This design comes from an exercise in tuning for small area and a short achievable clock period on the open sky130 flow, not from production work.
The RTL was checked by simulation tests, not by an equivalence proof against the original design.
No activity file was given, so power comes from the tool's default toggle rates.

== v49 ==
Design branch_target_unit, start of the top module:
module branch_target_unit #(
  parameter int XLEN    = 32,
  parameter int ENTRIES = 32,
  localparam int IDX_W  = $clog2(ENTRIES),
  localparam int TAG_W  = XLEN - IDX_W - 2
) (
  input  logic            clk,
  input  logic            rst,
  input  logic            flush_all,
  input  logic [XLEN-1:0] pc_f,
  output logic            pred_taken_f,
  output logic [XLEN-1:0] pred_target_f,
  input  logic            update_e,
  input  logic [XLEN-1:0] pc_e,
  input  logic [XLEN-1:0] imm_ext_e,
  input  logic [XLEN-1:0] rs1_e,
  input  logic            is_jalr_e,
  input  logic            taken_e,
  input  logic            pred_taken_e,
  input  logic [XLEN-1:0] pred_target_e,
  output logic [XLEN-1:0] pc_target_e,
  output logic            mispredict_e
);
Size in the first run: about 230 I/O pins, roughly 83000 µm² of cells after synthesis.
clock: 9.0 ns
lec_check: 0
cap_margin: 40
core_margin: 2
core_utilization: 55
cts_buf_list: sky130_fd_sc_hd__clkbuf_16
cts_cluster_diameter: 60
cts_cluster_size: 20
place_density: 0.68
setup_slack_margin: 2.0
slew_margin: 30
standard.sh (not shown) runs the stock make flow with config.mk's settings and CLKGATE_MAP_FILE= SYNTH_SCRIPT=/design/flow/synth_recipe.tcl, a recipe that flattens the netlist after the stock synthesis.
==> flow/flow/run.sh <==
#!/bin/bash
# The standard layout with two changes:
#  - the input and output ports are buffered with buf_4 instead of the
#    delay-line buffer (clkdlybuf4s50_1) that buffer_ports picks on its own;
#    every port still gets its own buffer.
#  - clock tree synthesis inserts no dummy loads (the arguments are otherwise
#    those ORFS builds from config.mk's CTS settings).
set -euo pipefail
export BUFFER_PORTS_ARGS="-buffer_cell sky130_fd_sc_hd__buf_4"
export CTS_ARGS="-sink_clustering_enable -repair_clock_nets -sink_clustering_size 20 -sink_clustering_max_diameter 60 -buf_list sky130_fd_sc_hd__clkbuf_16 -dont_use_dummy_load"
bash standard.sh finish > standard_flow.log 2>&1
Looking at the reports, v49 completed the entire flow and the layout it produced met the timing, design-rule and antenna checks.
--- input diff v49..v21 ---
- a change of CORE_UTILIZATION from 55 to 40
- a deleted PLACE_DENSITY that had been 0.68
### Flow results
Summary of v21 over v49: die area higher, first-pass GRT wire length rose by 7.3%.
Delta (v21 minus v49): number of cells on the critical path +1, count of clock-buffer cells in the layout +6, highest achievable clock rate ~0 delta, share of final-layout standard cells stronger than drive strength 1 +1.5 points.
Compared with v49, v21 shows vertical extent of the die that has gone up by more than 10%.
From v49 to v21, proportion of synthesized area in mux cells did not move at all.
v21 — final worst slack 0.0070 ns higher, v49 as reference
v49 -> v21: quantity of hold-fixing buffers added after cts delta 0, exact match
#### Input delta (v42 over v21)
- SETUP_SLACK_MARGIN: 2.0 -> 2.3
- CAP_MARGIN: 40 -> 60
- SLEW_MARGIN: 30 -> 60
[summary]
- v42 reached the end of the flow, and the finished layout is clean on the timing, design-rule and antenna checks.
- Relative to v21, portion of the clock cycle consumed by the worst path in the final layout has decreased by 5.4 points in v42.
- Of v42 and v21, it is v42 that has the higher cell area after placement.
- Count of buffer and inverter cells on the critical path up 1 in v42 wrt v21
- Taking v21 as the reference, in v42 count of plain and timing-repair buffers in the layout rose 117; post-route standard cell area excluding fillers rose 4.6%; utilization rose 2.1 points; via count of the routed design rose 0.86%.


branch_target_unit again, from the RTL that the note above started with.
==> flow/config.mk <==
export PLATFORM = sky130hd
export DESIGN_NAME = branch_target_unit
export DESIGN_NICKNAME = branch_target_unit
export VERILOG_FILES = /design/flow/design.v
export SDC_FILE = /design/flow/constraint.sdc
export NUM_CORES = 4
export LEC_CHECK = 0
export CAP_MARGIN = 40
export CORE_MARGIN = 2
export CORE_UTILIZATION = 40
export CTS_BUF_LIST = sky130_fd_sc_hd__clkbuf_16
export CTS_CLUSTER_DIAMETER = 60
export CTS_CLUSTER_SIZE = 20
export SETUP_SLACK_MARGIN = 2.6
export SLEW_MARGIN = 30
==> flow/constraint.sdc <==
create_clock -name core_clock -period 9.0 [get_ports {clk}]
set_input_delay 1.8000 -clock core_clock [delete_from_list [all_inputs] [get_ports {clk}]]
set_output_delay 1.8000 -clock core_clock [all_outputs]
set_load 0.01 [all_outputs]
Scripts as last shown in full above: flow/flow/run.sh
The starting point completed with no timing, DRC or antenna violations.
Then changed:
==> flow/run.sh (new file) <==
#!/bin/bash
# synth_recipe.tcl (not shown) runs the flow's synth.tcl, then flattens the netlist and writes it again
# the make line also repeats each setting of config.mk as NAME=value (left out here)
make -C /OpenROAD-flow-scripts/flow DESIGN_CONFIG=/design/flow/config.mk WORK_HOME=/design/flow/orfs CLKGATE_MAP_FILE= SYNTH_SCRIPT=/design/flow/synth_recipe.tcl finish
==> flow/config.mk (replaced) <==
export PLATFORM = sky130hd
export DESIGN_NAME = branch_target_unit
export DESIGN_NICKNAME = branch_target_unit
export VERILOG_FILES = /design/flow/design.v
export SDC_FILE = /design/flow/constraint.sdc
export NUM_CORES = 4
export LEC_CHECK = 0
export CAP_MARGIN = 20
export CORE_MARGIN = 2
export CORE_UTILIZATION = 40
export SETUP_SLACK_MARGIN = 3.0
export SLEW_MARGIN = 20
removed: flow/flow/run.sh
removed: flow/standard.sh
Outcome: Setup slack got worse by 0.28 ns. Synthesized cell count is unchanged. Worst hold slack gains 0.0032 ns.
Then changed:
==> flow/flow/run.sh (new file) <==
#!/bin/bash
# The standard layout with two changes:
#  - the input and output ports are buffered with buf_4 instead of the
#    delay-line buffer (clkdlybuf4s50_1) that buffer_ports picks on its own;
#    every port still gets its own buffer.
#  - clock tree synthesis inserts no dummy loads (the arguments are otherwise
#    those ORFS builds from config.mk's CTS settings).
set -euo pipefail
export BUFFER_PORTS_ARGS="-buffer_cell sky130_fd_sc_hd__buf_4"
export CTS_ARGS="-sink_clustering_enable -repair_clock_nets -sink_clustering_size 20 -sink_clustering_max_diameter 60 -buf_list sky130_fd_sc_hd__clkbuf_16 -dont_use_dummy_load"
bash standard.sh finish > standard_flow.log 2>&1
==> flow/standard.sh (new file) <==
#!/bin/bash
# synth_recipe.tcl (not shown) runs the flow's synth.tcl, then flattens the netlist and writes it again
# the make line also repeats each setting of config.mk as NAME=value (left out here)
make -C /OpenROAD-flow-scripts/flow DESIGN_CONFIG=/design/flow/config.mk WORK_HOME=/design/flow/orfs CLKGATE_MAP_FILE= SYNTH_SCRIPT=/design/flow/synth_recipe.tcl "${@:-finish}"
--- a/flow/config.mk
+++ b/flow/config.mk
@@ -7,6 +7,9 @@
 export LEC_CHECK = 0
-export CAP_MARGIN = 20
+export CAP_MARGIN = 40
 export CORE_MARGIN = 2
 export CORE_UTILIZATION = 40
-export SETUP_SLACK_MARGIN = 3.0
-export SLEW_MARGIN = 20
+export CTS_BUF_LIST = sky130_fd_sc_hd__clkbuf_16
+export CTS_CLUSTER_DIAMETER = 60
+export CTS_CLUSTER_SIZE = 20
+export SETUP_SLACK_MARGIN = 2.3
+export SLEW_MARGIN = 30
removed: flow/run.sh
The new run completed with no timing, DRC or antenna violations.
Final cell count is lower by 5.1%.
Clock-buffer cell count is lower by 97.
Final area is lower by 7.8%.
Then changed:
==> flow/run.sh (new file) <==
#!/bin/bash
# synth_recipe.tcl (not shown) runs the flow's synth.tcl, then flattens the netlist and writes it again
# the make line also repeats each setting of config.mk as NAME=value (left out here)
make -C /OpenROAD-flow-scripts/flow DESIGN_CONFIG=/design/flow/config.mk WORK_HOME=/design/flow/orfs CLKGATE_MAP_FILE= SYNTH_SCRIPT=/design/flow/synth_recipe.tcl finish
--- a/flow/config.mk
+++ b/flow/config.mk
@@ -13,3 +13,3 @@
 export CTS_CLUSTER_SIZE = 20
-export SETUP_SLACK_MARGIN = 2.3
-export SLEW_MARGIN = 30
+export SETUP_SLACK_MARGIN = 2.0
+export SLEW_MARGIN = 40
removed: flow/flow/run.sh
removed: flow/standard.sh
What happened:
- The new run ran to the end with no violations
- worst setup slack loses 0.26 ns
- count of clock-buffer cells in the layout drops by 1
- final area climbs by a few percent
- total power climbs by a few percent
- register-to-register slack gains 0.55 ns
- cell count climbs by a few percent


branch_target_unit again, from the RTL that the note above started with.
## branch_target_unit
module branch_target_unit #(
  parameter int XLEN    = 32,
  parameter int ENTRIES = 32,
  localparam int IDX_W  = $clog2(ENTRIES),
  localparam int TAG_W  = XLEN - IDX_W - 2
) (
  input  logic            clk,
  input  logic            rst,
  input  logic            flush_all,
  input  logic [XLEN-1:0] pc_f,
  output logic            pred_taken_f,
  output logic [XLEN-1:0] pred_target_f,
  input  logic            update_e,
  input  logic [XLEN-1:0] pc_e,
  input  logic [XLEN-1:0] imm_ext_e,
  input  logic [XLEN-1:0] rs1_e,
  input  logic            is_jalr_e,
  input  logic            taken_e,
  input  logic            pred_taken_e,
  input  logic [XLEN-1:0] pred_target_e,
  output logic [XLEN-1:0] pc_target_e,
  output logic            mispredict_e
);
  logic [ENTRIES-1:0] valid;
  logic [TAG_W-1:0]   tags [ENTRIES];
  logic [XLEN-1:0]    tgts [ENTRIES];
  logic [1:0]         ctrs [ENTRIES];
  logic [IDX_W-1:0]   idx_f, idx_e;
  logic [TAG_W-1:0]   tag_f, tag_e;
  logic [ENTRIES-1:0] sel_f, sel_e;
  assign idx_f = pc_f[IDX_W+1:2];
  assign tag_f = pc_f[XLEN-1:IDX_W+2];
  assign idx_e = pc_e[IDX_W+1:2];
  assign tag_e = pc_e[XLEN-1:IDX_W+2];
  always_comb begin
    for (int i = 0; i < ENTRIES; i++) begin
      sel_f[i] = (idx_f == i[IDX_W-1:0]);
      sel_e[i] = (idx_e == i[IDX_W-1:0]);
    end
  end
  logic             rv_f, rv_e;
  logic [TAG_W-1:0] rtag_e;
  logic [XLEN-1:0]  rtgt_f;
  logic             rc1_f;
  logic [1:0]       rctr_e;
  logic [ENTRIES-1:0] match_f;
  always_comb begin
    for (int i = 0; i < ENTRIES; i++) match_f[i] = (tags[i] == tag_f);
  end
  always_comb begin
    rv_f = 1'b0; rtgt_f = '0; rc1_f = 1'b0;
    rv_e = 1'b0; rtag_e = '0; rctr_e = '0;
    for (int i = 0; i < ENTRIES; i++) begin
      rv_f   |= sel_f[i] & valid[i] & match_f[i];
      rtgt_f |= {XLEN{sel_f[i]}} & tgts[i];
      rc1_f  |= sel_f[i] & ctrs[i][1];
      rv_e   |= sel_e[i] & valid[i];
      rtag_e |= {TAG_W{sel_e[i]}} & tags[i];
      rctr_e |= {2{sel_e[i]}} & ctrs[i];
    end
  end
  logic hit_f, hit_e;
  ...
==> flow/config.mk <==
export PLATFORM = sky130hd
export DESIGN_NAME = branch_target_unit
export DESIGN_NICKNAME = branch_target_unit
export VERILOG_FILES = /design/flow/design.v
export SDC_FILE = /design/flow/constraint.sdc
export NUM_CORES = 4
export LEC_CHECK = 0
export CAP_MARGIN = 40
export CORE_MARGIN = 2
export CORE_UTILIZATION = 40
export CTS_BUF_LIST = sky130_fd_sc_hd__clkbuf_16
export CTS_CLUSTER_DIAMETER = 60
export CTS_CLUSTER_SIZE = 20
export SETUP_SLACK_MARGIN = 2.45
export SLEW_MARGIN = 30
==> flow/constraint.sdc <==
create_clock -name core_clock -period 9.0 [get_ports {clk}]
set_input_delay 1.8000 -clock core_clock [delete_from_list [all_inputs] [get_ports {clk}]]
set_output_delay 1.8000 -clock core_clock [all_outputs]
set_load 0.01 [all_outputs]
==> flow/flow/run.sh <==
#!/bin/bash
# The standard layout with two changes:
#  - the input and output ports are buffered with buf_4 instead of the
#    delay-line buffer (clkdlybuf4s50_1) that buffer_ports picks on its own;
#    every port still gets its own buffer.
#  - clock tree synthesis inserts no dummy loads (the arguments are otherwise
#    those ORFS builds from config.mk's CTS settings).
set -euo pipefail
export BUFFER_PORTS_ARGS="-buffer_cell sky130_fd_sc_hd__buf_4"
export CTS_ARGS="-sink_clustering_enable -repair_clock_nets -sink_clustering_size 20 -sink_clustering_max_diameter 60 -buf_list sky130_fd_sc_hd__clkbuf_16 -dont_use_dummy_load"
bash standard.sh finish > standard_flow.log 2>&1
The first run produced a clean layout.
==> next run, changes <==
--- a/flow/flow/run.sh
+++ b/flow/flow/run.sh
@@ -10 +10 @@
-export CTS_ARGS="-sink_clustering_enable -repair_clock_nets -sink_clustering_size 20 -sink_clustering_max_diameter 60 -buf_list sky130_fd_sc_hd__clkbuf_16 -dont_use_dummy_load"
+export CTS_ARGS="-sink_clustering_enable -repair_clock_nets -sink_clustering_size 30 -sink_clustering_max_diameter 80 -buf_list sky130_fd_sc_hd__clkbuf_16 -dont_use_dummy_load"
- CTS_CLUSTER_DIAMETER: 60 -> 80
- CTS_CLUSTER_SIZE: 20 -> 30
What happened:
- The new run finished with timing, DRC and antenna clean
- global-route usage shrinks by 0.21 points
- routed wire length goes down by 0.36%
- design area decreases by 0.90%
==> next run, changes <==
==> flow/run.sh (new file) <==
#!/bin/bash
# synth_recipe.tcl (not shown) runs the flow's synth.tcl, then flattens the netlist and writes it again
# the make line also repeats each setting of config.mk as NAME=value (left out here)
make -C /OpenROAD-flow-scripts/flow DESIGN_CONFIG=/design/flow/config.mk WORK_HOME=/design/flow/orfs CLKGATE_MAP_FILE= SYNTH_SCRIPT=/design/flow/synth_recipe.tcl finish
- CAP_MARGIN: 40 -> 20
- CTS_BUF_LIST: sky130_fd_sc_hd__clkbuf_16 -> sky130_fd_sc_hd__clkbuf_8
- CTS_CLUSTER_DIAMETER: 80 -> unset
- CTS_CLUSTER_SIZE: 30 -> unset
- SETUP_SLACK_MARGIN: 2.45 -> 2.0
- SLEW_MARGIN: 30 -> 20
removed: flow/flow/run.sh
removed: flow/standard.sh
Maximum frequency went down by 2.3%.
Design area went up by 2.2%.
Critical path depth went up by 1.
Non-clock buffer count went down by 33.
Combinational power went down by about 4%.
Wire length went up by 1.5%.
Setup slack is worse by 0.16 ns.
Synthesized cell count stays the same.
Final cell count went up by 5.0%.
Global-route usage went up by 1.3 points.

## port drivers added, routing unchanged
The results above use ideal ports. As a check the final layouts listed here were re-extracted and re-timed, cells and wires unchanged.
Step 1: set_driving_cell puts a clkbuf_16 on clk and a buf_2 on each other input, an assumption about the parent block.
Step 2 times the ports against the registers' clock, not the clock port: input delays grow and output delays shrink by t, the midpoint of the rising clock arrivals with the driver on.
Slacks: no drivers / after step 1 / after step 2; pairs: no drivers / after step 1.
run | t, ns | setup WS [ns] | hold slack, ns | worst setup path at the end | latest minus earliest clock arrival (ns)
v49 | 0.893 | 1.695 / 1.592 / 1.259 | 0.541 / 0.541 / 0.541 | input to register | 0.105 / 0.106
v21 | 0.917 | 1.702 / 1.664 / 1.120 | 0.542 / 0.542 / 0.542 | input to register | 0.095 / 0.095
v42 | 0.925 | 2.188 / 1.995 / 1.612 | 0.535 / 0.535 / 0.535 | input to register | 0.086 / 0.086
the first run of note 2 | 0.895 | 2.260 / 2.176 / 1.473 | 0.535 / 0.535 / 0.535 | input to register | 0.102 / 0.101
the second run of note 2 | 0.968 | 1.984 / 1.807 / 1.807 | 0.538 / 0.538 / 0.538 | input to output | 0.058 / 0.058
the third run of note 2 | 0.926 | 2.146 / 2.099 / 1.379 | 0.536 / 0.536 / 0.536 | input to register | 0.084 / 0.084
the fourth run of note 2 | 0.962 | 1.885 / 1.827 / 1.283 | 0.543 / 0.543 / 0.543 | input to register | 0.049 / 0.048
the first run of note 3 | 0.914 | 2.044 / 1.833 / 1.400 | 0.540 / 0.540 / 0.540 | input to register | 0.105 / 0.105
the second run of note 3 | 0.879 | 2.005 / 1.806 / 1.431 | 0.554 / 0.554 / 0.554 | input to register | 0.128 / 0.129
the third run of note 3 | 1.159 | 1.843 / 1.757 / 1.135 | 0.550 / 0.550 / 0.550 | input to register | 0.098 / 0.098
After both steps every run listed still meets setup and hold. For the first run of note 2, which loses most, drivers alone change the setup slack by -0.084 ns; drivers and shift together by -0.787 ns.
